Context: an optimization exercise on an open-source flow, tuned for a short achievable clock period and few clock cycles per item. The choices shown serve that exercise and are no tape-out recipe. Where RTL was checked, it was by simulation tests only, not by an equivalence proof against the original. No functional check of the RTL was part of runs 4 and 5. Power is estimated from default activity; no workload was simulated.

--- constraint.sdc ---
create_clock -name core_clock -period 5.0 [get_ports {clk}]
set_input_delay 1.0000 -clock core_clock [delete_from_list [all_inputs] [get_ports {clk}]]
set_output_delay 1.0000 -clock core_clock [all_outputs]
set_load 0.01 [all_outputs]
--- run.sh ---
#!/bin/bash
# synth_recipe.tcl (not shown) runs the flow's synth.tcl, then flattens the netlist and writes it again
# the make line also repeats each setting of config.mk as NAME=value (left out here)
make -C /OpenROAD-flow-scripts/flow DESIGN_CONFIG=/design/flow/config.mk WORK_HOME=/design/flow/orfs CLKGATE_MAP_FILE= SYNTH_SCRIPT=/design/flow/synth_recipe.tcl finish
--- config.mk ---
export PLATFORM = sky130hd
export DESIGN_NAME = cpu16_backend
export DESIGN_NICKNAME = cpu16_backend
export VERILOG_FILES = /design/flow/design.v
export SDC_FILE = /design/flow/constraint.sdc
export NUM_CORES = 4
export LEC_CHECK = 0
export ABC_CLOCK_PERIOD_IN_PS = 1500
export CAP_MARGIN = 20
export CORE_MARGIN = 2
export CORE_UTILIZATION = 40
export PLACE_DENSITY = 0.6
export SETUP_SLACK_MARGIN = 3.0
export SLEW_MARGIN = 20
export TNS_END_PERCENT = 100
--- design.v ---
package cpu16_pkg;
    localparam int WORD_W   = 16;
    localparam int NUM_REGS = 8;
    localparam int REGVAL_W = NUM_REGS * WORD_W;
    localparam int RETIRE_W = 16 + 1 + WORD_W;
    localparam int CAP      = 4;
endpackage
`timescale 1ns/100ps
`timescale 1ns/100ps
import cpu16_pkg::*;
module alu_lo
(
    input  logic [7:0]  op,
    input  logic [7:0]  a,
    input  logic [7:0]  b,
    input  logic [7:0]  imm,
    output logic [7:0]  res,
    output logic        carry,
    output logic [7:0]  spill,
    output logic        ldhit
);
    logic [8:0]  add9;
    logic [8:0]  sub9;
    logic [15:0] shl16;
    logic [15:0] ld;
    assign add9  = {1'b0, a} + {1'b0, b};
    assign sub9  = {1'b0, a} + {1'b0, ~b} + 9'd1;
    assign shl16 = {8'h00, a} << b[3:0];
    assign carry = op[1] ? sub9[8] : add9[8];
    assign spill = shl16[15:8];
    data_mem u_mem (
        .addr  (a + {3'b000, imm[4:0]}),
        .rdata (ld)
    );
    assign ldhit = ld[12];
    assign res = ({8{op[0]}} & add9[7:0])
               | ({8{op[1]}} & sub9[7:0])
               | ({8{op[2]}} & (a & b))
               | ({8{op[3]}} & (a | b))
               | ({8{op[4]}} & (a ^ b))
               | ({8{op[5]}} & shl16[7:0])
               | ({8{op[6]}} & imm)
               | ({8{op[7]}} & ld[7:0]);
endmodule
module alu_hi
(
    input  logic [7:0]  op,
    input  logic [7:0]  a,
    input  logic [7:0]  b,
    input  logic [3:0]  sh,
    input  logic        carry,
    input  logic [7:0]  spill,
    input  logic        ldhit,
    output logic [7:0]  res
);
    logic [7:0] add8;
    logic [7:0] sub8;
    logic [7:0] shl8;
    assign add8 = a + b + {7'd0, carry};
    assign sub8 = a + ~b + {7'd0, carry};
    assign shl8 = (a << sh) | spill;
    assign res = ({8{op[0]}} & add8)
               | ({8{op[1]}} & sub8)
               | ({8{op[2]}} & (a & b))
               | ({8{op[3]}} & (a | b))
               | ({8{op[4]}} & (a ^ b))
               | ({8{op[5]}} & shl8)
               | ({8{op[7] & ldhit}} & 8'h10);
endmodule
`timescale 1ns/100ps
module data_mem
(
    input  logic [7:0]  addr,
    output logic [15:0] rdata
);
    logic hit;
    assign hit   = (addr[7:4] == 4'h0);
    assign rdata = hit ? {8'h10, addr[3:0], addr[3:0]} : 16'h0000;
endmodule
`timescale 1ns/100ps
`timescale 1ns/100ps
import cpu16_pkg::*;
module cpu16_backend
(
    input  logic    clk,
    input  logic    reset,
    input  logic    in_valid,
    output logic    in_ready,
    input  logic [15:0] in_instr,
    output logic    retire_valid,
    input  logic    retire_ready,
    output logic [32:0]  retire,
    output logic [REGVAL_W-1:0] regval
);
    logic        rdy;
    logic        accept;
    logic [3:0]  op;
    logic [2:0]  rs1;
    logic [2:0]  rs2;
    logic [7:0]  op1h;
    assign in_ready = rdy;
    assign accept   = in_valid && rdy;
    assign op       = in_instr[15:12];
    assign rs1      = in_instr[7:5];
    assign rs2      = in_instr[4:2];
    always_comb begin
        op1h = '0;
        if (!op[3])
            op1h[op[2:0]] = 1'b1;
    end
    logic [15:0] sr [0:NUM_REGS-1];
    logic        e1_v;
    logic [15:0] e1_instr;
    logic [7:0]  e1_op;
    logic [7:0]  e1_alo;
    logic [7:0]  e1_blo;
    logic [7:0]  e1_ahi;
    logic [7:0]  e1_bhi;
    logic        e1_fa;
    logic        e1_fb;
    logic [7:0]  lo_res;
    logic        lo_carry;
    logic [7:0]  lo_spill;
    logic        lo_ldhit;
    logic        e2_v;
    logic [15:0] e2_instr;
    logic [7:0]  e2_op;
    logic [7:0]  e2_lo;
    logic [7:0]  e2_ahi;
    logic [7:0]  e2_bhi;
    logic [3:0]  e2_sh;
    logic        e2_carry;
    logic [7:0]  e2_spill;
    logic        e2_ldhit;
    logic [7:0]  hi_res;
    logic        e1_wb;
    logic        e2_wb;
    logic        m1a, m1b, m2a, m2b;
    assign e1_wb = e1_v && !e1_instr[15];
    assign e2_wb = e2_v && !e2_instr[15];
    assign m1a = e1_wb && (e1_instr[10:8] == rs1);
    assign m1b = e1_wb && (e1_instr[10:8] == rs2);
    assign m2a = e2_wb && (e2_instr[10:8] == rs1);
    assign m2b = e2_wb && (e2_instr[10:8] == rs2);
    alu_lo u_alu_lo (
        .op    (e1_op),
        .a     (e1_alo),
        .b     (e1_blo),
        .imm   (e1_instr[7:0]),
        .res   (lo_res),
        .carry (lo_carry),
        .spill (lo_spill),
        .ldhit (lo_ldhit)
    );
    alu_hi u_alu_hi (
        .op    (e2_op),
        .a     (e2_ahi),
        .b     (e2_bhi),
        .sh    (e2_sh),
        .carry (e2_carry),
        .spill (e2_spill),
        .ldhit (e2_ldhit),
        .res   (hi_res)
    );
    always_ff @(posedge clk) begin
        e1_instr <= in_instr;
        e1_op    <= op1h;
        e1_alo   <= m1a ? lo_res : m2a ? e2_lo : sr[rs1][7:0];
        e1_blo   <= m1b ? lo_res : m2b ? e2_lo : sr[rs2][7:0];
        e1_ahi   <= m2a ? hi_res : sr[rs1][15:8];
        e1_bhi   <= m2b ? hi_res : sr[rs2][15:8];
        e1_fa    <= m1a;
        e1_fb    <= m1b;
        e2_instr <= e1_instr;
        e2_op    <= e1_op;
        e2_lo    <= lo_res;
        e2_ahi   <= e1_fa ? hi_res : e1_ahi;
        e2_bhi   <= e1_fb ? hi_res : e1_bhi;
        e2_sh    <= e1_blo[3:0];
        e2_carry <= lo_carry;
        e2_spill <= lo_spill;
        e2_ldhit <= lo_ldhit;
    end
    always_ff @(posedge clk) begin
        if (reset) begin
            for (int i = 0; i < NUM_REGS; i++)
                sr[i] <= '0;
        end else if (e2_wb) begin
            sr[e2_instr[10:8]] <= {hi_res, e2_lo};
        end
    end
    logic [15:0] q_instr [0:CAP-1];
    logic        q_wr    [0:CAP-1];
    logic [15:0] q_res   [0:CAP-1];
    logic [2:0]  qcnt;
    logic        pop;
    logic        push;
    logic [2:0]  base;
    logic [15:0] n_instr;
    logic        n_wr;
    logic [15:0] n_res;
    logic        load0;
    logic [15:0] h_instr;
    logic        h_wr;
    logic [15:0] h_res;
    logic [15:0] vr [0:NUM_REGS-1];
    assign pop     = retire_valid && retire_ready;
    assign push    = e2_v;
    assign base    = qcnt - {2'b00, pop};
    assign n_instr = e2_instr;
    assign n_wr    = !e2_instr[15];
    assign n_res   = {hi_res, e2_lo};
    assign load0   = pop ? (qcnt >= 3'd2 || push) : (qcnt == 3'd0 && push);
    assign h_instr = (pop && qcnt >= 3'd2) ? q_instr[1] : n_instr;
    assign h_wr    = (pop && qcnt >= 3'd2) ? q_wr[1]    : n_wr;
    assign h_res   = (pop && qcnt >= 3'd2) ? q_res[1]   : n_res;
    always_ff @(posedge clk) begin
        for (int k = 0; k < CAP; k++) begin
            if (pop && 3'(k) < base) begin
                if (k + 1 < CAP) begin
                    q_instr[k] <= q_instr[k+1];
                    q_wr[k]    <= q_wr[k+1];
                    q_res[k]   <= q_res[k+1];
                end
            end else if (push && 3'(k) == base) begin
                q_instr[k] <= n_instr;
                q_wr[k]    <= n_wr;
                q_res[k]   <= n_res;
            end
        end
    end
    always_ff @(posedge clk) begin
        if (reset) begin
            e1_v         <= 1'b0;
            e2_v         <= 1'b0;
            qcnt         <= '0;
            retire_valid <= 1'b0;
            rdy          <= 1'b1;
        end else begin
            e1_v         <= accept;
            e2_v         <= e1_v;
            qcnt         <= base + {2'b00, push};
            retire_valid <= (base + {2'b00, push}) != 3'd0;
            rdy          <= ({2'b00, accept} + {2'b00, e1_v} + base + {2'b00, push}) < 3'(CAP);
        end
    end
    always_ff @(posedge clk) begin
        if (reset) begin
            for (int i = 0; i < NUM_REGS; i++)
                vr[i] <= '0;
        end else if (load0 && h_wr) begin
            vr[h_instr[10:8]] <= h_res;
        end
    end
    assign retire = {q_instr[0], q_wr[0], q_res[0]};
    always_comb begin
        for (int i = 0; i < NUM_REGS; i++)
            regval[i*WORD_W +: WORD_W] = vr[i];
    end
endmodule
==> flow_summary_export.csv, run 1 <==
group,metric,value,unit
status,outcome,"timing/DRC/antenna clean",
synth,syn_area,0.02346,sq mm
timing,rsz0062_at_grt,"true",
routing,via_count,18540,
synth,synth_top_area_frac,0.4966,
worst_hold_path,hp-class,"reg -> reg",
worst_setup_path,critical_path_arrival,3.32,ns
worst_setup_path,rrSetupSlack,2.08,ns
synth,synth_nets,2042,
timing,slew_headroom,0.1352,
die,num_io_pins,183,
layout,area_delta_synth_final,45.60,%
clock_network,cts_root_buf,"clkbuf_16",
die,die_w,246.2,um
layout,num_antenna_cells,0,
layout,final_common_cell,"edfxtp_1",
clock_network,clkLatencyLatePin,0.66,ns
timing,drv_slew,0,
flow_run,drv_cap,0,
worst_setup_path,worstRegToRegCells,12,
die,die_y,246.2,um
timing,finalCriticalPeriod,2.918,ns
layout,n_fill_cell,4255,
die,die-area,0.06061,sq mm
layout,instances_no_fill,3212,
timing,finalSetupViolations,0,
clock_network,cts_max_path_buffers,3,
routing,dr.first_iter.drc_count,2405,
timing,fin_crit_sh,0.5837,
worst_setup_path,rr_startpoint,"e2_ahi[0]$_DFF_P_",
layout,multiInputGateArea,0.01124,sq mm
synth,ys_seq_area_frac,0.6041,
synth,synth.area.top_cells,"edfxtp_1 50%, dfxtp_1 11%, mux4_2 6.5%",
worst_hold_path,hold_start,"e1_instr[13]$_DFF_P_",
synth,synth_edf_count,388,
placement,routabilityCongestion,0.9040,
layout,nets,2494,
layout,drive_gt1_frac,0.4610,
worst_setup_path,path_common_cell,"fa_2",
worst_setup_path,cp_cell_sequence,"fa_2 -> inv_2 -> fa_2 -> o21bai_4 -> a221oi_4 -> mux2_4 -> a211oi_2 -> and3_4 -> inv_6 -> mux2i_4 -> buf_12 -> nor2_1",
routing,routed_wl,83.54,mm
die,start_util,0.4059,
synth,synth-seq-cells,514,
placement,dp.cells,2827,
clock_network,path_clk_slew,0.06,ns
timing,hold_viol,0,
clock_network,cts-htree-levels,2,
power,p_leak,0.01343,uW
timing,fmax,0.3427,GHz
worst_setup_path,worstPathRequired,5.40,ns
power,power,13380,uW
timing,skew,0.05057,ns
synth,ys_async_sr_fraction,0,
worst_setup_path,critPathSlowestCell,"fa_2",
die,core,0.05781,sq mm
synth,synth_largest_area_cell,"edfxtp_1",
clock_network,numCtsBuffers,54,
global_routing,grt_pass1_wl,111.7,mm
timing,tightestPinTransition,1.292,ns
placement,portBuffers,182,
routing,drtAntennaViolNets,0,
die,rows,88,
timing,fin_tns_setup,0,ns
worst_setup_path,cp_max_fo,8,
clock_network,cts_sinks,514,
layout,ff_latch_area,0.01426,sq mm
worst_setup_path,cp.depth,12,
worst_setup_path,critPathLaunchType,"register",
timing,holdWs,0.3257,ns
synth,avgSynthCellArea,12.01,sq um
worst_setup_path,crit_family,"adder cells",
clock_network,cts_hold_buf,0,
synth,synth_flop_cell,"edfxtp_1",
worst_setup_path,critPathBufInv,3,
layout,final_cell_mix,"388 x edfxtp_1, 171 x nor2_1, 154 x nand2_1, 149 x buf_2, 137 x buf_4",
power,pwr_density_cell,391.6,mW/mm^2
clock_network,cts_tree,"built",
power,ir_drop,0.0002780,V
synth,ys_types,71,
global_routing,gr-total-overflow,0,
worst_setup_path,cp_slowest_stage_delay,0.42,ns
worst_setup_path,r2r_end,"vr[1][14]$_SDFFCE_PN0P_",
synth,yosysWarnings,4,
worst_setup_path,crit_path_end_kind,"register",
routing,routedWlPerCell,26.01,um
global_routing,grt_pass1_vias,17490,
global_routing,grt.total_usage,0.2472,
worst_setup_path,critical_path_class,"reg -> reg",
global_routing,grt_max_degree,33,
worst_hold_path,holdPathEnd,"e2_instr[13]$_DFF_P_",
routing,viasPerCell,5.771,
routing,drc_errors,0,
worst_hold_path,whs_path_depth,0,
routing,firstDrtPassIters,6,
synth,postSynthCellCount,1954,
placement,hpwlAfterDp,45.63,mm
global_routing,antenna_found_initial,1,
-- stage by stage --
step | area (sq um) | worst slack, ns | util
final | 34160 | 2.082 | 0.5910
after global routing | 34160 | 2.010 | 0.5910
after CTS | 30950 | 2.112 | 0.5353
after detailed placement | 26320 | 1.009 | 0.4553
after global placement | 26290 | 0.9285 | 0.4548
after floorplan | 23640 | 1.901 | -
-- synth_stat cells, types with 5 or more instances --
cell type    n
fa_1         8
nand2_1    257
xnor2_1     20
mux4_2      68
nor2_1     248
inv_1       80
o21a_1       5
a211oi_1    46
buf_2       21
o21ai_0     85
nand4_1      5
a22oi_1      6
a221oi_1     5
nor3b_1      6
ha_1        60
mux2_2      26
nand3_1      6
nor3_1      10
inv_2        5
dfxtp_1    126
buf_1        7
and3_1      54
a31oi_1      6
and2_1      17
o21bai_1     7
mux2i_1     41
o22ai_1      5
nor2b_1     30
clkbuf_1    99
nor2_2       7
o21ai_1      8
o31ai_1      5
nand2b_1    27
a21o_1       5
edfxtp_1   388
xor2_1      13
a21oi_1     80
-- power by group --
part	leakage, uW	switching, uW	total, uW	internal [uW]
logic	0.00764	2140	4060	1920
registers	0.00492	306	5330	5030
clock network	0.000863	1760	3990	2230
total	0.0134	4200	13400	9170
-- layer usage --
layer  vias to the layer above  GRT usage  part of all wire
met4                         0     0.1255             0.058
met2                      1091     0.4089              0.49
li1                       7975          -                 -
met3                       285    0.03442             0.082
met5                         -          0                 0
met1                      9186     0.3172              0.37
-- state kept, by name, summed over array words and instances (netlist names), 3 cells and up --
| register | cells |
|---|---|
| e1_instr | 16 |
| e1_bhi | 8 |
| e2_spill | 8 |
| e2_lo | 8 |
| vr | 128 |
| q_wr | 4 |
| e2_op | 7 |
| e1_op | 8 |
| qcnt | 3 |
| q_instr | 64 |
| sr | 128 |
| e2_instr | 16 |
| e2_sh | 4 |
| q_res | 64 |
| e1_blo | 8 |
| e1_alo | 8 |
| e1_ahi | 8 |
| e2_ahi | 8 |
| e2_bhi | 8 |
-- kinds of logic (layout without fill, tap and decap cells) --
family                     count (synthesis)  count (layout)  synth area share
xor gates and xnor gates                  33              33           0.01232
muxes                                    138             138           0.09717
buffers and inverters                    216             694           0.03664
and+or+nand+nor                          680             694            0.1276
adders and majority gates                 68              68           0.03882
DFF                                      514             514            0.6041
AOI/OAI and AO/OA                        305             306           0.08330
-- what timing repair did --
action	in CTS	in global routing
resized for setup	1081	480
endpoints found under the setup margin	980	857
setup buffers	126	98
gates cloned	43	21
pin swaps	68	176
-- cell type report --
class	count	area share
timing repair buffer	512	0.1635
clock inverter	22	0.006520
tap	765	0.02802
multi-input combinational	1239	0.3291
clock buffer	75	0.04428
sequential	514	0.4176
inverter	85	0.01099
-- how the worst max path moves through the flow --
stage | end | startpoint | slack (ns)
after detailed placement | vr[6][4]$_SDFFCE_PN0P_ | retire_ready | 1.01
final | vr[1][14]$_SDFFCE_PN0P_ | e2_ahi[0]$_DFF_P_ | 2.08
after CTS | vr[1][14]$_SDFFCE_PN0P_ | e2_ahi[0]$_DFF_P_ | 2.11
after global routing | vr[7][8]$_SDFFCE_PN0P_ | e2_bhi[0]$_DFF_P_ | 2.01
after floorplan | q_instr[3][0]$_DFFE_PP_ | retire_ready | 1.90
after global placement | q_instr[1][13]$_DFFE_PP_ | retire_ready | 0.93
Testbench counts, summed over its fixed seeds: cycles 3,224, instructions 3,200.
==> run 2: changes to the inputs <==
--- a/config.mk
+++ b/config.mk
@@ -6,10 +6,7 @@
 export NUM_CORES = 4
 export LEC_CHECK = 0
-export ABC_CLOCK_PERIOD_IN_PS = 1500
 export CAP_MARGIN = 20
 export CORE_MARGIN = 2
 export CORE_UTILIZATION = 40
 export PLACE_DENSITY = 0.6
-export SETUP_SLACK_MARGIN = 3.0
 export SLEW_MARGIN = 20
-export TNS_END_PERCENT = 100
==> run 2 against run 1 <==
Against the previous run: final cell count shrank 8.6%; cell area is 18% lower; power down 16%; clock-buffer cell count fell by 2; sequential share of layout area rose by 8.8 points; core utilization fell by 11 points; clock power down 3%; routed wire length fell by 22%; sequential power down 0.9%; global-route usage down 3.2 points; via count is 14% lower; critical path type unchanged.
==> flow_summary_export.csv, run 2 <==
group,metric,value,unit
status,outcome,"timing/DRC/antenna clean",
clock_network,cts-resized-gates,0,
layout,stdcell_area,0.02804,sq mm
worst_setup_path,critical_path_class,"reg -> reg",
power,clkPwrFrac,0.345,
routing,routedWlPerCell,22.28,um
layout,area_delta_synth_final,19.52,%
timing,drv_slew,0,
synth,ys_seq_area_frac,0.6041,
worst_setup_path,rr_startpoint,"e2_bhi[0]$_DFF_P_",
power,ir_drop,0.0002795,V
synth,synth_edf_count,388,
clock_network,clkLatencyLatePin,0.64,ns
power,p_leak,0.01059,uW
clock_network,numCtsBuffers,53,
clock_network,cts-htree-levels,2,
synth,synth_top_area_frac,0.4966,
timing,rsz0062_at_grt,"false",
die,die_w,246.2,um
layout,drive_gt1_frac,0.1322,
die,rows,88,
clock_network,post-cts-setup-buffers,0,
power,p_sw,3243,uW
worst_hold_path,holdPathEnd,"e2_instr[12]$_DFF_P_",
placement,routabilityCongestion,0.9150,
synth,synth_common_cells,"388 x edfxtp_1, 257 x nand2_1, 248 x nor2_1, 126 x dfxtp_1, 99 x clkbuf_1",
timing,tightestPinTransition,0.9321,ns
worst_setup_path,worstPathRequired,5.37,ns
power,power.combinational.fraction,0.185,
global_routing,gr-total-overflow,0,
timing,finalCriticalPeriod,3.493,ns
global_routing,busiest_layer,"met2",
power,switching_share,0.2884,
global_routing,grt_pass1_wl,97.90,mm
layout,top_regs,"sr (128), vr (128)",
clock_network,cts_max_path_buffers,3,
synth,yosysWarnings,4,
flow_run,drv_cap,0,
timing,fmax,0.2863,GHz
die,die_y,246.2,um
synth,postSynthCellCount,1954,
placement,hpwlAfterDp,45.85,mm
placement,portBuffers,182,
synth,synth_nets,2042,
placement,dpl_cell_area,0.02629,sq mm
worst_setup_path,critPathLaunchType,"register",
routing,dr.first_iter.drc_count,1499,
layout,final_cell_mix,"388 x edfxtp_1, 257 x nand2_1, 247 x nor2_1, 178 x clkdlybuf4s50_1, 126 x dfxtp_1",
timing,fin_crit_sh,0.6987,
routing,drc_errors,0,
power,pwr_density_cell,401.0,mW/mm^2
routing,firstDrtPassIters,5,
synth,avgSynthCellArea,12.01,sq um
worst_setup_path,cp_max_fo,8,
global_routing,grtUsageMet2,0.3526,
synth,syn_area,0.02346,sq mm
worst_setup_path,crit_path_end_kind,"register",
timing,slew_headroom,0.3767,
timing,holdWs,0.3287,ns
clock_network,cts_root_buf,"clkbuf_16",
worst_hold_path,hold_start,"e1_instr[12]$_DFF_P_",
worst_hold_path,hp-class,"reg -> reg",
worst_setup_path,rrSetupSlack,1.51,ns
layout,nets,2214,
layout,final_common_cell,"edfxtp_1",
global_routing,use_met3,0.04129,
synth,ys_async_sr_fraction,0,
global_routing,grt.total_usage,0.2154,
die,core,0.05781,sq mm
synth,synth.area.top_cells,"edfxtp_1 50%, dfxtp_1 11%, mux4_2 6.5%",
worst_setup_path,worstRegToRegCells,12,
routing,viasPerCell,5.426,
synth,synth_largest_area_cell,"edfxtp_1",
synth,synth_flop_cell,"edfxtp_1",
synth,ys_types,71,
routing,drtAntennaViolNets,0,
routing,via_count,15940,
global_routing,grt_pass1_vias,15910,
die,num_io_pins,183,
worst_setup_path,critical_path_arrival,3.86,ns
die,start_util,0.4059,
global_routing,use_met1,0.2893,
routing,routed_wl,65.45,mm
global_routing,antenna_found_initial,2,
timing,skew,0.04498,ns
worst_setup_path,critPathLaunch,"e2_bhi[0]$_DFF_P_",
timing,finalSetupViolations,0,
power,p_seq_frac,0.470,
synth,synth-seq-cells,514,
worst_setup_path,r2r_end,"vr[7][14]$_SDFFCE_PN0P_",
clock_network,cts_sinks,514,
synth,yosysMostFrequentCell,"edfxtp_1",
power,cellInternalPower,8001,uW
worst_hold_path,whs_path_depth,0,
die,die-area,0.06061,sq mm
clock_network,cts_tree,"built",
clock_network,path_clk_slew,0.06,ns
global_routing,grt_max_degree,43,
clock_network,cts_hold_buf,0,
timing,hold_viol,0,
## run 2: cell counts after synthesis
Identical to the previous run, type by type.
## run 2: logic make-up after synthesis
logic type	synth area share
buffers and inverters	0.03664
XOR/XNOR	0.01232
AND/OR/NAND/NOR	0.1276
multiplexers	0.09717
AO/OA/AOI/OAI	0.08330
flip-flops	0.6041
adder cells (fa/ha/maj)	0.03882
## run 2: area by class of cell
class / instances / area (sq um)
Fill cell: 5164 / 29760
Tap cell: 765 / 957.2
Multi-Input combinational cell: 1224 / 8547
Inverter: 85 / 319.1
Clock buffer: 73 / 1464
Antenna cell: 1 / 2.502
Sequential cell: 514 / 14170
Timing Repair Buffer: 248 / 2317
Clock inverter: 27 / 261.5
## run 2: worst max-delay path: stages, from the launching register on
cell      delay (ns)
dfxtp_1         0.39
inv_1           0.12
fa_1            0.45
inv_1           0.09
fa_1            0.20
o21bai_1        0.10
a221oi_1        0.30
mux2_1          0.36
a211oi_1        0.26
and3_1          0.29
inv_2           0.10
mux2i_4         0.48
nor2_1          0.08
## run 2: how the worst max path moves through the flow
stage / endpoint / slack, ns / depth (start not counted)
after floorplan: q_instr[1][0]$_DFFE_PP_ / -0.11 / 7
after global placement: q_instr[0][0]$_DFFE_PP_ / 0.75 / 9
after detailed placement: q_instr[0][6]$_DFFE_PP_ / 0.77 / 7
after CTS: q_instr[0][1]$_DFFE_PP_ / 1.42 / 7
after global routing: vr[6][14]$_SDFFCE_PN0P_ / 1.28 / 12
final: vr[7][14]$_SDFFCE_PN0P_ / 1.51 / 12
## run 2: stage by stage
step                total power [uW]  std cells  setup TNS (ns)  setup slack [ns]  utilization
floorplan                       6521       1954          -7.151           -0.1084            -
global placement                7399       2835               0            0.7496       0.4547
detailed placement              7434       2835               0            0.7659       0.4547
CTS                            11300       2935               0             1.419       0.4846
global route                   11710       2936               0             1.277       0.4851
finish                         11240       2937               0             1.507       0.4851
## run 2: power by group through the flow
stage	registers [uW]	logic (uW)	clock network, uW
6_report	5280	2080	3880
5_1_grt	5320	2270	4120
4_1_cts	5290	2060	3950
3_3_place_gp	5370	2030	0
3_5_place_dp	5380	2060	0
2_1_floorplan	5310	1220	0
## run 2: routing by layer
layer | vias to the layer above | share of wire
li1 | 7339 | -
met1 | 7906 | 0.42
met2 | 592 | 0.48
met3 | 100 | 0.073
met4 | 0 | 0.028
met5 | - | 0
==> run 3: changes to the inputs <==
--- a/config.mk
+++ b/config.mk
@@ -6,7 +6,10 @@
 export NUM_CORES = 4
 export LEC_CHECK = 0
+export ABC_CLOCK_PERIOD_IN_PS = 2000
 export CAP_MARGIN = 20
 export CORE_MARGIN = 2
-export CORE_UTILIZATION = 40
-export PLACE_DENSITY = 0.6
+export CORE_UTILIZATION = 30
+export PLACE_DENSITY = 0.5
+export SETUP_SLACK_MARGIN = 2.6
 export SLEW_MARGIN = 20
+export TNS_END_PERCENT = 100
==> run 3 against run 2 <==
Against the previous run: still clean; worst setup slack improved by 0.55 ns; synthesized cell count unchanged; non-clock buffer count increased by 108; global-route usage decreased by 3.0 points; sequential power about the same; core utilization decreased by 7.3 points; area after synthesis unchanged; routed wire length increased by 18%; die area increased by 33%; worst hold slack improved by 0.0077 ns; clock-buffer cell count decreased by 1; final cell count increased by 13%; largest cell class unchanged; highest routed layer unchanged.
==> flow_summary_export.csv, run 3 <==
group,metric,value,unit
die,start_util,0.3029,
worst_setup_path,crit_path_end_kind,"register",
die,core,0.07747,sq mm
routing,firstDrtPassIters,5,
synth,synth_nets,2042,
routing,drc_errors,0,
layout,drive_gt1_frac,0.3151,
timing,rsz0062_at_grt,"true",
synth,synth_edf_count,388,
timing,fin_crit_sh,0.5885,
worst_setup_path,cp_slowest_stage_delay,0.38,ns
synth,avgSynthCellArea,12.01,sq um
synth,synth-xor-area-share,0.01232,
layout,area_delta_synth_final,35.91,%
status,outcome,"timing/DRC/antenna clean",
worst_setup_path,critical_path_class,"reg -> reg",
clock_network,path_clk_slew,0.06,ns
timing,layout_setup_ws,2.057,ns
clock_network,cts-htree-levels,2,
die,rows,102,
synth,synth_common_cells,"388 x edfxtp_1, 257 x nand2_1, 248 x nor2_1, 126 x dfxtp_1, 99 x clkbuf_1",
clock_network,numCtsBuffers,56,
die,die_y,283.7,um
clock_network,cts_tree,"built",
global_routing,grt_max_degree,40,
routing,viasPerCell,5.068,
global_routing,gr-total-overflow,0,
synth,synth_compound_area_frac,0.08330,
clock_network,cts_max_path_buffers,3,
synth,synth_fa_ha_area_frac,0.03882,
die,num_io_pins,183,
layout,nets,2328,
timing,drv_slew,0,
worst_setup_path,cp.depth,14,
worst_setup_path,crit_family,"adder cells",
global_routing,grt.total_usage,0.1857,
placement,place_ws,0.8909,ns
synth,yosysWarnings,4,
timing,skew,0.04073,ns
worst_setup_path,critPathBufInv,6,
placement,dpl_cell_area,0.02668,sq mm
layout,top_regs,"sr (128), vr (128)",
placement,hpwlAfterDp,49.33,mm
worst_setup_path,rr_startpoint,"e2_bhi[0]$_DFF_P_",
timing,holdWs,0.3364,ns
global_routing,antenna_found_initial,4,
timing,slew_headroom,0.2433,
synth,ys_seq_area_frac,0.6041,
worst_setup_path,cp_max_fo,6,
timing,finalCriticalPeriod,2.943,ns
timing,finalSetupViolations,0,
power,ir_drop,0.0003285,V
worst_setup_path,path_common_cell,"buf_6",
worst_setup_path,critical_path_arrival,3.29,ns
power,p_leak,0.01225,uW
synth,syn_area,0.02346,sq mm
routing,routed_wl,76.98,mm
routing,routedWlPerCell,23.12,um
worst_hold_path,hp-class,"reg -> reg",
die,die-area,0.08046,sq mm
worst_setup_path,rrSetupSlack,2.06,ns
layout,instances_no_fill,3330,
global_routing,grt_pass1_vias,16960,
placement,routabilityCongestion,0.8849,
worst_setup_path,worstPathRequired,5.35,ns
synth,ys_async_sr_fraction,0,
flow_run,drv_cap,0,
layout,final_cell_mix,"388 x edfxtp_1, 233 x nand2_1, 179 x nor2_1, 126 x dlygate4sd2_1, 99 x dfxtp_1",
clock_network,cts_root_buf,"clkbuf_16",
worst_setup_path,setup.worst_path.end,"vr[6][12]$_SDFFCE_PN0P_",
worst_setup_path,r2r_end,"vr[6][12]$_SDFFCE_PN0P_",
routing,drtAntennaViolNets,0,
worst_setup_path,critPathLaunch,"e2_bhi[0]$_DFF_P_",
worst_setup_path,worstRegToRegCells,14,
power,pwr_density_cell,396.4,mW/mm^2
clock_network,clkLatencyLatePin,0.65,ns
timing,fin_tns_setup,0,ns
synth,synth_flop_cell,"edfxtp_1",
layout,stdcell_area,0.03189,sq mm
synth,yosys.area_share.simple,0.1276,
synth,synth_largest_area_cell,"edfxtp_1",
worst_setup_path,cp_cell_sequence,"inv_4 -> buf_6 -> buf_6 -> fa_2 -> fa_2 -> nor2b_2 -> o21ai_2 -> a21oi_2 -> buf_4 -> nor3_4 -> a2111oi_4 -> buf_6 -> buf_12 -> a211oi_2",
synth,synth.area.top_cells,"edfxtp_1 50%, dfxtp_1 11%, mux4_2 6.5%",
synth,synthMuxAreaShare,0.09717,
synth,synth-seq-cells,514,
timing,tightestPinTransition,1.131,ns
placement,portBuffers,182,
synth,synth_top_area_frac,0.4966,
timing,hold_viol,0,
routing,via_count,16880,
worst_setup_path,critPathSlowestCell,"fa_2",
worst_setup_path,critPathLaunchType,"register",
synth,ys_types,71,
synth,postSynthCellCount,1954,
die,die_w,283.7,um
layout,final_common_cell,"edfxtp_1",
clock_network,cts_hold_buf,0,
global_routing,grt_pass1_wl,112.4,mm
synth,yosysMostFrequentCell,"edfxtp_1",
synth,synth_top_family_by_area,"simple AND/OR/NAND/NOR gates",
clock_network,cts_sinks,514,
routing,dr.first_iter.drc_count,1457,
timing,fmax,0.3398,GHz
placement,dp.cells,3102,
[run 3: changes by cell type in the layout (fill, tap and decap cells not counted), sizes merged, moves of 5 or more]
cell / before / now
clkdlybuf4s50: 178 / 12
clkdlybuf4s15: 0 / 34
bufinv: 2 / 8
clkinvlp: 1 / 6
clkbuf: 73 / 78
dlygate4sd2: 0 / 126
buf: 70 / 175
[run 3: timing repair]
item	in CTS	in global routing
setup endpoints to repair	908	404
setup buffers	82	19
gates resized for setup	522	251
endpoints found under the hold margin	0	0
pin swaps	81	71
cloned	15	4
[run 3: per-layer routing]
layer / track usage / vias up / share of wire
li1: - / 7593 / -
met2: 0.3161 / 570 / 0.49
met4: 0.05450 / 0 / 0.028
met3: 0.02910 / 115 / 0.055
met1: 0.2440 / 8600 / 0.42
met5: 0 / - / 0
[run 3: how the worst min path moves through the flow]
| stage | from | end | cells after the start | slack [ns] |
|---|---|---|---|---|
| 5_1_grt | e1_instr[11]$_DFF_P_ | e2_instr[11]$_DFF_P_ | 0 | 0.35 |
| 6_report | e1_instr[13]$_DFF_P_ | e2_instr[13]$_DFF_P_ | 0 | 0.34 |
| 3_3_place_gp | e1_instr[11]$_DFF_P_ | e2_instr[11]$_DFF_P_ | 0 | 0.32 |
| 3_5_place_dp | e1_instr[11]$_DFF_P_ | e2_instr[11]$_DFF_P_ | 0 | 0.33 |
| 2_1_floorplan | e1_instr[11]$_DFF_P_ | e2_instr[11]$_DFF_P_ | 0 | 0.31 |
| 4_1_cts | e1_instr[13]$_DFF_P_ | e2_instr[13]$_DFF_P_ | 0 | 0.34 |
[run 3: layout make-up]
type | count | area (sq um)
timing repair buffer | 356 | 3690
inverter | 85 | 372.9
clock inverter | 34 | 439.2
clock buffer | 72 | 1568
multi-input combinational | 1227 | 10270
antenna | 2 | 5.005
tap | 1040 | 1301
sequential | 514 | 14240
fill | 7281 | 45580
[run 3: where the power goes]
| part | internal [uW] | switching [uW] | leakage [uW] |
|---|---|---|---|
| Sequential | 5020 | 290 | 0.00492 |
| Clock | 2650 | 1830 | 0.000990 |
| Combinational | 1210 | 1640 | 0.00634 |
[run 3: stage by stage]
stage                 util  total power, uW
detailed placement  0.3444             7548
global placement    0.3440             7501
global route        0.4116            13140
floorplan                -             6588
finish              0.4116            12640
CTS                 0.3966            12490
[run 3: logic make-up after synthesis]
kind of cell / count (synthesis)
XOR/XNOR: 33
buffers and inverters: 216
multiplexers: 138
AND/OR/NAND/NOR: 680
adder cells (fa/ha/maj): 68
AO/OA/AOI/OAI: 305
flip-flops: 514
==> run 4: changes to the inputs <==
--- a/design.v
+++ b/design.v
@@ -4,9 +4,39 @@
     localparam int REGVAL_W = NUM_REGS * WORD_W;
     localparam int RETIRE_W = 16 + 1 + WORD_W;
-    localparam int CAP      = 4;
+    localparam int CAP      = 5;
 endpackage
 `timescale 1ns/100ps
 `timescale 1ns/100ps
 import cpu16_pkg::*;
+module add8
+(
+    input  logic [7:0] a,
+    input  logic [7:0] b,
+    input  logic       ci,
+    output logic [7:0] s,
+    output logic       co
+);
+    logic [7:0] p;
+    logic [7:0] g0, p0, g1, p1, g2, p2, g3;
+    assign p = a ^ b;
+    always_comb begin
+        g0 = a & b;
+        g0[0] = (a[0] & b[0]) | (p[0] & ci);
+        p0 = p;
+        for (int i = 0; i < 8; i++) begin
+            g1[i] = (i >= 1) ? (g0[i] | (p0[i] & g0[i-1])) : g0[i];
+            p1[i] = (i >= 1) ? (p0[i] & p0[i-1]) : p0[i];
+        end
+        for (int i = 0; i < 8; i++) begin
+            g2[i] = (i >= 2) ? (g1[i] | (p1[i] & g1[i-2])) : g1[i];
+            p2[i] = (i >= 2) ? (p1[i] & p1[i-2]) : p1[i];
+        end
+        for (int i = 0; i < 8; i++) begin
+            g3[i] = (i >= 4) ? (g2[i] | (p2[i] & g2[i-4])) : g2[i];
+        end
+    end
+    assign s  = p ^ {g3[6:0], ci};
+    assign co = g3[7];
+endmodule
 module alu_lo
 (
@@ -20,20 +50,21 @@
     output logic        ldhit
 );
-    logic [8:0]  add9;
-    logic [8:0]  sub9;
+    logic [7:0]  add_s, sub_s, addr;
+    logic        add_c, sub_c, addr_c;
     logic [15:0] shl16;
     logic [15:0] ld;
-    assign add9  = {1'b0, a} + {1'b0, b};
-    assign sub9  = {1'b0, a} + {1'b0, ~b} + 9'd1;
+    add8 u_add (.a(a), .b(b),  .ci(1'b0), .s(add_s), .co(add_c));
+    add8 u_sub (.a(a), .b(~b), .ci(1'b1), .s(sub_s), .co(sub_c));
+    add8 u_adr (.a(a), .b({3'b000, imm[4:0]}), .ci(1'b0), .s(addr), .co(addr_c));
     assign shl16 = {8'h00, a} << b[3:0];
-    assign carry = op[1] ? sub9[8] : add9[8];
+    assign carry = op[1] ? sub_c : add_c;
     assign spill = shl16[15:8];
     data_mem u_mem (
-        .addr  (a + {3'b000, imm[4:0]}),
+        .addr  (addr),
         .rdata (ld)
     );
     assign ldhit = ld[12];
-    assign res = ({8{op[0]}} & add9[7:0])
-               | ({8{op[1]}} & sub9[7:0])
+    assign res = ({8{op[0]}} & add_s)
+               | ({8{op[1]}} & sub_s)
                | ({8{op[2]}} & (a & b))
                | ({8{op[3]}} & (a | b))
@@ -54,12 +85,12 @@
     output logic [7:0]  res
 );
-    logic [7:0] add8;
-    logic [7:0] sub8;
+    logic [7:0] add_s, sub_s;
+    logic       add_c, sub_c;
     logic [7:0] shl8;
-    assign add8 = a + b + {7'd0, carry};
-    assign sub8 = a + ~b + {7'd0, carry};
+    add8 u_add (.a(a), .b(b),  .ci(carry), .s(add_s), .co(add_c));
+    add8 u_sub (.a(a), .b(~b), .ci(carry), .s(sub_s), .co(sub_c));
     assign shl8 = (a << sh) | spill;
-    assign res = ({8{op[0]}} & add8)
-               | ({8{op[1]}} & sub8)
+    assign res = ({8{op[0]}} & add_s)
+               | ({8{op[1]}} & sub_s)
                | ({8{op[2]}} & (a & b))
                | ({8{op[3]}} & (a | b))
@@ -134,13 +165,20 @@
     logic        e2_ldhit;
     logic [7:0]  hi_res;
+    logic        e3_v;
+    logic [15:0] e3_instr;
+    logic [15:0] e3_res;
     logic        e1_wb;
     logic        e2_wb;
-    logic        m1a, m1b, m2a, m2b;
+    logic        e3_wb;
+    logic        m1a, m1b, m2a, m2b, m3a, m3b;
     assign e1_wb = e1_v && !e1_instr[15];
     assign e2_wb = e2_v && !e2_instr[15];
+    assign e3_wb = e3_v && !e3_instr[15];
     assign m1a = e1_wb && (e1_instr[10:8] == rs1);
     assign m1b = e1_wb && (e1_instr[10:8] == rs2);
     assign m2a = e2_wb && (e2_instr[10:8] == rs1);
     assign m2b = e2_wb && (e2_instr[10:8] == rs2);
+    assign m3a = e3_wb && (e3_instr[10:8] == rs1);
+    assign m3b = e3_wb && (e3_instr[10:8] == rs2);
     alu_lo u_alu_lo (
         .op    (e1_op),
@@ -163,11 +201,15 @@
         .res   (hi_res)
     );
+    logic [15:0] old_a;
+    logic [15:0] old_b;
+    assign old_a = m3a ? e3_res : sr[rs1];
+    assign old_b = m3b ? e3_res : sr[rs2];
     always_ff @(posedge clk) begin
         e1_instr <= in_instr;
         e1_op    <= op1h;
-        e1_alo   <= m1a ? lo_res : m2a ? e2_lo : sr[rs1][7:0];
-        e1_blo   <= m1b ? lo_res : m2b ? e2_lo : sr[rs2][7:0];
-        e1_ahi   <= m2a ? hi_res : sr[rs1][15:8];
-        e1_bhi   <= m2b ? hi_res : sr[rs2][15:8];
+        e1_alo   <= m1a ? lo_res : m2a ? e2_lo : old_a[7:0];
+        e1_blo   <= m1b ? lo_res : m2b ? e2_lo : old_b[7:0];
+        e1_ahi   <= m2a ? hi_res : old_a[15:8];
+        e1_bhi   <= m2b ? hi_res : old_b[15:8];
         e1_fa    <= m1a;
         e1_fb    <= m1b;
@@ -181,4 +223,6 @@
         e2_spill <= lo_spill;
         e2_ldhit <= lo_ldhit;
+        e3_instr <= e2_instr;
+        e3_res   <= {hi_res, e2_lo};
     end
     always_ff @(posedge clk) begin
@@ -186,6 +230,6 @@
             for (int i = 0; i < NUM_REGS; i++)
                 sr[i] <= '0;
-        end else if (e2_wb) begin
-            sr[e2_instr[10:8]] <= {hi_res, e2_lo};
+        end else if (e3_wb) begin
+            sr[e3_instr[10:8]] <= e3_res;
         end
     end
@@ -206,9 +250,9 @@
     logic [15:0] vr [0:NUM_REGS-1];
     assign pop     = retire_valid && retire_ready;
-    assign push    = e2_v;
+    assign push    = e3_v;
     assign base    = qcnt - {2'b00, pop};
-    assign n_instr = e2_instr;
-    assign n_wr    = !e2_instr[15];
-    assign n_res   = {hi_res, e2_lo};
+    assign n_instr = e3_instr;
+    assign n_wr    = !e3_instr[15];
+    assign n_res   = e3_res;
     assign load0   = pop ? (qcnt >= 3'd2 || push) : (qcnt == 3'd0 && push);
     assign h_instr = (pop && qcnt >= 3'd2) ? q_instr[1] : n_instr;
@@ -234,4 +278,5 @@
             e1_v         <= 1'b0;
             e2_v         <= 1'b0;
+            e3_v         <= 1'b0;
             qcnt         <= '0;
             retire_valid <= 1'b0;
@@ -240,7 +285,9 @@
             e1_v         <= accept;
             e2_v         <= e1_v;
+            e3_v         <= e2_v;
             qcnt         <= base + {2'b00, push};
             retire_valid <= (base + {2'b00, push}) != 3'd0;
-            rdy          <= ({2'b00, accept} + {2'b00, e1_v} + base + {2'b00, push}) < 3'(CAP);
+            rdy          <= ({2'b00, accept} + {2'b00, e1_v} + {2'b00, e2_v}
+                             + base + {2'b00, push}) < 3'(CAP);
         end
     end
--- a/config.mk
+++ b/config.mk
@@ -6,10 +6,10 @@
 export NUM_CORES = 4
 export LEC_CHECK = 0
-export ABC_CLOCK_PERIOD_IN_PS = 2000
+export ABC_CLOCK_PERIOD_IN_PS = 1000
 export CAP_MARGIN = 20
 export CORE_MARGIN = 2
 export CORE_UTILIZATION = 30
 export PLACE_DENSITY = 0.5
-export SETUP_SLACK_MARGIN = 2.6
+export SETUP_SLACK_MARGIN = 3.2
 export SLEW_MARGIN = 20
 export TNS_END_PERCENT = 100
==> run 4 against run 3 <==
Against the previous run: critical endpoint is now q_instr[3][5]$_DFFE_PP_; largest power group unchanged; sequential share of layout area shrank 3.2 points; global-route usage shrank 0.24 points; final cell count grew 8.3%; register-to-register slack gained 0.53 ns.
==> flow_summary_export.csv, run 4 <==
group,metric,value,unit
die,core,0.08541,sq mm
synth,synth_largest_area_cell,"edfxtp_1",
worst_setup_path,critical_path_arrival,2.86,ns
placement,hpwlAfterDp,49.58,mm
synth,synth_top_area_frac,0.4874,
synth,ys_seq_area_frac,0.6102,
routing,firstDrtPassIters,5,
die,die_y,298.0,um
die,die_w,298.0,um
routing,routedWlPerCell,23.76,um
global_routing,antenna_found_initial,0,
timing,drv_slew,0,
layout,drive_gt1_frac,0.5002,
worst_setup_path,critical_path_class,"in -> reg",
clock_network,cts-htree-levels,3,
timing,skew,0.01506,ns
timing,hold_viol,0,
timing,finalSetupViolations,0,
global_routing,grt.total_usage,0.1833,
die,num_io_pins,183,
timing,rsz0062_at_grt,"true",
routing,dr.first_iter.drc_count,1357,
clock_network,path_clk_slew,0.06,ns
synth,synth.area.top_cells,"edfxtp_1 49%, dfxtp_1 12%, mux4_2 6.0%",
die,start_util,0.3037,
clock_network,numCtsBuffers,67,
global_routing,grt_pass1_vias,18460,
status,outcome,"timing/DRC/antenna clean",
routing,drc_errors,0,
layout,ff_latch_area,0.01591,sq mm
power,ir_drop,0.0002355,V
routing,routed_wl,85.72,mm
clock_network,cts_tree,"built",
routing,drtAntennaViolNets,0,
power,pwr_density_cell,382.2,mW/mm^2
global_routing,grt_max_degree,25,
synth,synth_edf_count,421,
placement,portBuffers,182,
synth,synth_common_cells,"421 x edfxtp_1, 214 x nor2_1, 159 x dfxtp_1, 131 x and2_1, 129 x mux2_2",
synth,postSynthCellCount,1921,
global_routing,grt_pass1_wl,122.6,mm
timing,fin_tns_setup,0,ns
worst_setup_path,crit_path_end_kind,"register",
timing,holdWs,0.3253,ns
synth,synth_nets,2010,
layout,n_fill_cell,7555,
global_routing,gr-total-overflow,0,
timing,slew_headroom,0.4199,
timing,tightestPinTransition,0.8690,ns
timing,finalCriticalPeriod,2.491,ns
worst_setup_path,cp_max_fo,5,
layout,multiInputGateArea,0.01249,sq mm
power,p_leak,0.01475,uW
synth,ys_async_sr_fraction,0,
synth,avgSynthCellArea,13.50,sq um
die,rows,107,
timing,fin_crit_sh,0.4982,
placement,routabilityCongestion,0.8631,
layout,top_regs,"sr (128), vr (128)",
layout,area_delta_synth_final,47.90,%
clock_network,cts_max_path_buffers,3,
layout,nets,2501,
clock_network,clkLatencyLatePin,0.60,ns
flow_run,drv_cap,0,
synth,synth_flop_cell,"edfxtp_1",
worst_hold_path,hp-class,"reg -> reg",
layout,final_cell_mix,"421 x edfxtp_1, 154 x buf_2, 127 x dfxtp_1, 126 x mux2_4, 124 x and2_1",
synth,ys_types,76,
worst_setup_path,critPathLaunchType,"input port",
synth,syn_area,0.02594,sq mm
layout,final_common_cell,"edfxtp_1",
die,die-area,0.08882,sq mm
synth,yosysWarnings,5,
worst_setup_path,worstPathRequired,5.37,ns
routing,via_count,18030,
timing,fmax,0.4014,GHz
synth,synth-seq-cells,580,
synth,yosysMostFrequentCell,"edfxtp_1",
routing,viasPerCell,4.998,
clock_network,cts_sinks,580,
clock_network,cts_root_buf,"clkbuf_16",
run 4: changes by cell type after synthesis, moves of 34 or more:
cell,delta
mux2i_1,+35
o21ai_0,-41
nand2_1,-204
mux2_2,+103
nor2_1,-34
and3_1,-52
and2_1,+114
run 4: layout make-up:
type / count / area share
inverters: 86 / 0.009557
diodes: 1 / 0.00006523
clock inverters: 36 / 0.008415
clock buffers: 84 / 0.04808
well taps: 1144 / 0.03731
repair buffers: 518 / 0.1562
flip-flops and latches: 580 / 0.4147
multi-input cells: 1159 / 0.3257
run 4: metrics by stage:
step,instances,setup slack (ns),power [uW],utilization,cell area [sq um]
after floorplan,1921,1.755,7461,-,27090
after global placement,3179,1.042,8310,0.3493,29830
after detailed placement,3179,0.9958,8342,0.3493,29830
after CTS,3557,2.596,14330,0.4288,36630
after global routing,3607,2.486,15170,0.4491,38360
final,3608,2.509,14660,0.4491,38360
run 4: final timing paths:
path	start	to	slack, ns	cells after the start
max	retire_ready	q_instr[3][5]$_DFFE_PP_	2.51	14
min	e2_instr[14]$_DFF_P_	e3_instr[14]$_DFF_P_	0.33	0
max reg2reg	qcnt[0]$_SDFF_PP0_	q_instr[3][5]$_DFFE_PP_	2.59	12
min reg2reg	e2_instr[14]$_DFF_P_	e3_instr[14]$_DFF_P_	0.33	0
run 4: cells by family (layout without fill, tap and decap cells):
kind of cell               Yosys count  after routing  synth area share
muxes                              276            276            0.1461
buffers and inverters              201            724           0.03160
adders and majority gates           69             69           0.03618
AOI/OAI and AO/OA                  262            269           0.06807
DFF                                580            580            0.6102
and+or+nand+nor                    493            505           0.09407
other                                0              1                 0
xor gates and xnor gates            40             40           0.01380
run 4: worst max-delay path: stages:
cell	delay, ns
buf_8	0.10
nand2_8	0.08
clkinv_8	0.05
ha_4	0.16
ha_4	0.17
xnor2_4	0.25
buf_12	0.16
nor2_4	0.05
buf_12	0.12
buf_12	0.12
buf_8	0.12
a21o_4	0.22
buf_6	0.13
buf_12	0.13
run 4: metal layers:
| layer | global-route usage | vias up | wire, um |
|---|---|---|---|
| met5 | 0 | - | 0 |
| met4 | 0.04774 | 0 | 2272 |
| met3 | 0.02640 | 142 | 3898 |
| met2 | 0.3240 | 548 | 43760 |
| met1 | 0.2343 | 9261 | 35790 |
| li1 | - | 8083 | - |
run 4: power by group:
group | total [uW] | internal (uW) | switching, uW
combinational | 3870 | 1950 | 1920
sequential | 5970 | 5630 | 343
clock | 4820 | 2760 | 2060
total | 14700 | 10300 | 4320
run 4: what timing repair did:
item                       4_1_cts  5_1_grt
pin swaps                      159       89
cloned                          55        7
gates resized for setup       1238      317
hold buffers                     0        0
buffers inserted               203       43
setup endpoints to repair     1059      880
==> run 5: changes to the inputs <==
--- a/config.mk
+++ b/config.mk
@@ -6,10 +6,10 @@
 export NUM_CORES = 4
 export LEC_CHECK = 0
-export ABC_CLOCK_PERIOD_IN_PS = 1000
+export ABC_CLOCK_PERIOD_IN_PS = 1500
 export CAP_MARGIN = 20
 export CORE_MARGIN = 2
-export CORE_UTILIZATION = 30
-export PLACE_DENSITY = 0.5
-export SETUP_SLACK_MARGIN = 3.2
+export CORE_UTILIZATION = 40
+export PLACE_DENSITY = 0.6
+export SETUP_SLACK_MARGIN = 3.0
 export SLEW_MARGIN = 20
 export TNS_END_PERCENT = 100
==> run 5 against run 4 <==
Against the previous run: fmax is 1.7% lower; flip-flop and latch count stayed put; register-to-register slack worse by 0.13 ns; die area is 25% lower; sequential share of layout area is 1.5 points higher; critical path depth is 5 lower; critical path type is now reg -> reg.
==> flow_summary_export.csv, run 5 <==
group,metric,value,unit
status,outcome,"timing/DRC/antenna clean",
timing,finalSetupViolations,0,
clock_network,numCtsBuffers,61,
worst_hold_path,hp-class,"reg -> reg",
timing,tightestPinTransition,0.9362,ns
synth,yosysMostFrequentCell,"edfxtp_1",
worst_setup_path,critical_path_arrival,2.93,ns
global_routing,gr-total-overflow,0,
routing,firstDrtPassIters,6,
worst_setup_path,worstPathRequired,5.40,ns
power,power,14480,uW
placement,place_ws,1.034,ns
die,rows,93,
synth,synth_edf_count,421,
clock_network,cts_root_buf,"clkbuf_16",
layout,nets,2463,
worst_setup_path,cp_max_fo,8,
global_routing,grt_pass1_vias,18180,
placement,routabilityCongestion,0.8876,
worst_setup_path,crit_path_end_kind,"register",
synth,synth_nets,2010,
worst_setup_path,setup.worst_path.end,"q_res[0][2]$_DFFE_PP_",
flow_run,drv_cap,0,
global_routing,antenna_found_initial,2,
die,core,0.06423,sq mm
routing,routedWlPerCell,26.34,um
clock_network,clkLatencyLatePin,0.67,ns
worst_setup_path,critical_path_class,"reg -> reg",
layout,final_common_cell,"edfxtp_1",
synth,synth-seq-cells,580,
routing,via_count,18380,
power,pwr_density_cell,391.3,mW/mm^2
layout,area_delta_synth_final,42.69,%
synth,yosysWarnings,5,
clock_network,cts_max_path_buffers,3,
synth,synth.area.top_cells,"edfxtp_1 49%, dfxtp_1 12%, mux4_2 6.0%",
layout,top_regs,"sr (128), vr (128)",
timing,drv_slew,0,
global_routing,grt_max_degree,36,
clock_network,cts-htree-levels,2,
timing,skew,0.07008,ns
worst_setup_path,rrSetupSlack,2.46,ns
global_routing,grt_pass1_wl,118.4,mm
worst_setup_path,critPathLaunch,"qcnt[1]$_SDFF_PP0_",
die,num_io_pins,183,
synth,synth-xor-area-share,0.01380,
clock_network,cts_tree,"built",
die,start_util,0.4038,
worst_setup_path,critPathLaunchType,"register",
synth,synthMuxAreaShare,0.1461,
routing,drtAntennaViolNets,0,
power,ir_drop,0.0003060,V
synth,ys_seq_area_frac,0.6102,
placement,portBuffers,182,
timing,finalCriticalPeriod,2.535,ns
worst_setup_path,rr_startpoint,"qcnt[1]$_SDFF_PP0_",
layout,drive_gt1_frac,0.4841,
synth,synth_flop_cell,"edfxtp_1",
synth,synth_largest_area_cell,"edfxtp_1",
die,die_y,258.6,um
synth,postSynthCellCount,1921,
synth,synth_fa_ha_area_frac,0.03618,
synth,ys_types,76,
timing,fin_tns_setup,0,ns
worst_setup_path,r2r_end,"q_res[0][2]$_DFFE_PP_",
die,die-area,0.06689,sq mm
timing,slew_headroom,0.3750,
die,die_w,258.6,um
timing,fmax,0.3945,GHz
routing,drc_errors,0,
synth,yosys.area_share.simple,0.09407,
synth,syn_area,0.02594,sq mm
timing,layout_setup_ws,2.465,ns
synth,synth_compound_area_frac,0.06807,
clock_network,cts_hold_buf,0,
power,p_leak,0.01434,uW
synth,avgSynthCellArea,13.50,sq um
synth,synth_common_cells,"421 x edfxtp_1, 214 x nor2_1, 159 x dfxtp_1, 131 x and2_1, 129 x mux2_2",
clock_network,path_clk_slew,0.07,ns
routing,routed_wl,86.38,mm
routing,dr.first_iter.drc_count,1635,
layout,final_cell_mix,"421 x edfxtp_1, 153 x buf_2, 130 x and2_1, 127 x mux2_4, 125 x dfxtp_1",
placement,hpwlAfterDp,47.38,mm
worst_setup_path,worstRegToRegCells,9,
synth,ys_async_sr_fraction,0,
timing,fin_crit_sh,0.5070,
synth,synth_top_family_by_area,"multiplexers",
timing,hold_viol,0,
global_routing,grt.total_usage,0.2385,
synth,synth_top_area_frac,0.4874,
timing,rsz0062_at_grt,"true",
clock_network,cts_sinks,580,
routing,viasPerCell,5.607,
## run 5: changes by cell type in the layout (fill, tap and decap cells not counted), moves of 7 or more
cell / previous run / this run
nor2_4: 96 / 69
nor2_2: 33 / 42
buf_6: 118 / 106
mux2i_2: 4 / 11
nor2_1: 85 / 103
buf_12: 82 / 69
## run 5: report_power, final
group | switching (uW) | internal (uW)
combinational | 1910 | 1960
sequential | 394 | 5630
clock | 1990 | 2590
## run 5: cells by family (layout without fill, tap and decap cells)
logic type	Yosys count	in the layout
DFF	580	580
and+or+nand+nor	493	506
muxes	276	276
AOI/OAI and AO/OA	262	268
buffers and inverters	201	684
adders and majority gates	69	69
xor gates and xnor gates	40	40
other	0	1
## run 5: worst min-delay path by stage
stage	slack [ns]	to	from	cells after the start
global route	0.33	e3_instr[7]$_DFF_P_	e2_instr[7]$_DFF_P_	0
global placement	0.31	e3_instr[13]$_DFF_P_	e2_instr[13]$_DFF_P_	0
finish	0.33	e3_instr[11]$_DFF_P_	e2_instr[11]$_DFF_P_	0
detailed placement	0.31	e2_instr[14]$_DFF_P_	e1_instr[14]$_DFF_P_	0
CTS	0.33	e2_instr[14]$_DFF_P_	e1_instr[14]$_DFF_P_	0
floorplan	0.31	e2_instr[11]$_DFF_P_	e1_instr[11]$_DFF_P_	0
## run 5: final cells by class
cell class                      instances  area (sq um)
Fill cell                            4855         27220
Sequential cell                       580         15920
Multi-Input combinational cell       1159         12240
Timing Repair Buffer                  486          5373
Clock buffer                           75          1704
Tap cell                              855          1070
Inverter                               86         360.3
Clock inverter                         37         345.3
Antenna cell                            1         2.502
## run 5: layer usage
layer / vias up / global-route usage / wire length, um / share of wire
li1: 7965 / - / - / -
met1: 9434 / 0.3101 / 34430 / 0.40
met2: 785 / 0.4094 / 43470 / 0.50
met3: 200 / 0.03423 / 5183 / 0.060
met4: 0 / 0.08060 / 3301 / 0.038
met5: - / 0 / 0 / 0
## run 5: metrics by stage
step | hold slack, ns | cell area [sq um] | std cells | utilization
after floorplan | 0.3096 | 26950 | 1921 | -
after global placement | 0.3139 | 29320 | 2879 | 0.4565
after detailed placement | 0.3121 | 29350 | 2880 | 0.4569
after CTS | 0.3265 | 34850 | 3204 | 0.5426
after global routing | 0.3287 | 37010 | 3279 | 0.5762
final | 0.3260 | 37010 | 3279 | 0.5762
## run 5: timing repair
item                                    in CTS  in global routing
gates resized for setup                   1090                347
endpoints found under the setup margin    1042                798
pin swaps                                   83                155
gates cloned                                44                  9
buffers inserted                           168                 65
## run 5: critical path, cell delays in order, from the launching register on
cell and delay [ns]:
dfxtp_1 0.50, inv_1 0.17, ha_4 0.22, xnor2_4 0.31, a21oi_4 0.14, a21oi_4 0.18, buf_12 0.16, buf_12 0.11
buf_16 0.15, mux2_4 0.31

==> static timing again, ports no longer ideal <==
No port has a modelled driver above. Below, the same layouts with a new extraction and two added sets of constraints. Step 1 (the two cells are an assumption about what drives the block):
set clk [get_ports {clk}]
set_driving_cell -lib_cell sky130_fd_sc_hd__clkbuf_16 $clk
set_driving_cell -lib_cell sky130_fd_sc_hd__buf_2 [delete_from_list [all_inputs] $clk]
Step 2 adds t to the input delays and takes it off the output delays; t is the mean of the earliest and latest rising clock arrival at the registers after step 1. Input paths then give back, and output paths get back, about the clock's delay inside the block. Three values: ideal ports, drivers, drivers and shift; two values: the first two.
run	t (ns)	setup slack, ns	worst hold slack (ns)	worst setup path at the end	slew at the worst register clock pin (ns)
run 1	0.689	2.082 / 2.082 / 1.811	0.326 / 0.326 / 0.326	input to register	0.07 / 0.07
run 2	0.672	1.507 / 1.507 / 0.931	0.329 / 0.329 / 0.329	input to register	0.07 / 0.07
run 3	0.698	2.057 / 2.057 / 1.680	0.336 / 0.336 / 0.336	input to register	0.07 / 0.07
run 4	0.665	2.509 / 2.534 / 1.869	0.325 / 0.325 / 0.325	input to register	0.06 / 0.06
run 5	0.702	2.465 / 2.465 / 1.804	0.326 / 0.326 / 0.326	input to register	0.07 / 0.07
After both steps every run listed still meets setup and hold. For run 5, which loses most, drivers alone change the setup slack by 0.000 ns; drivers and shift together by -0.661 ns.
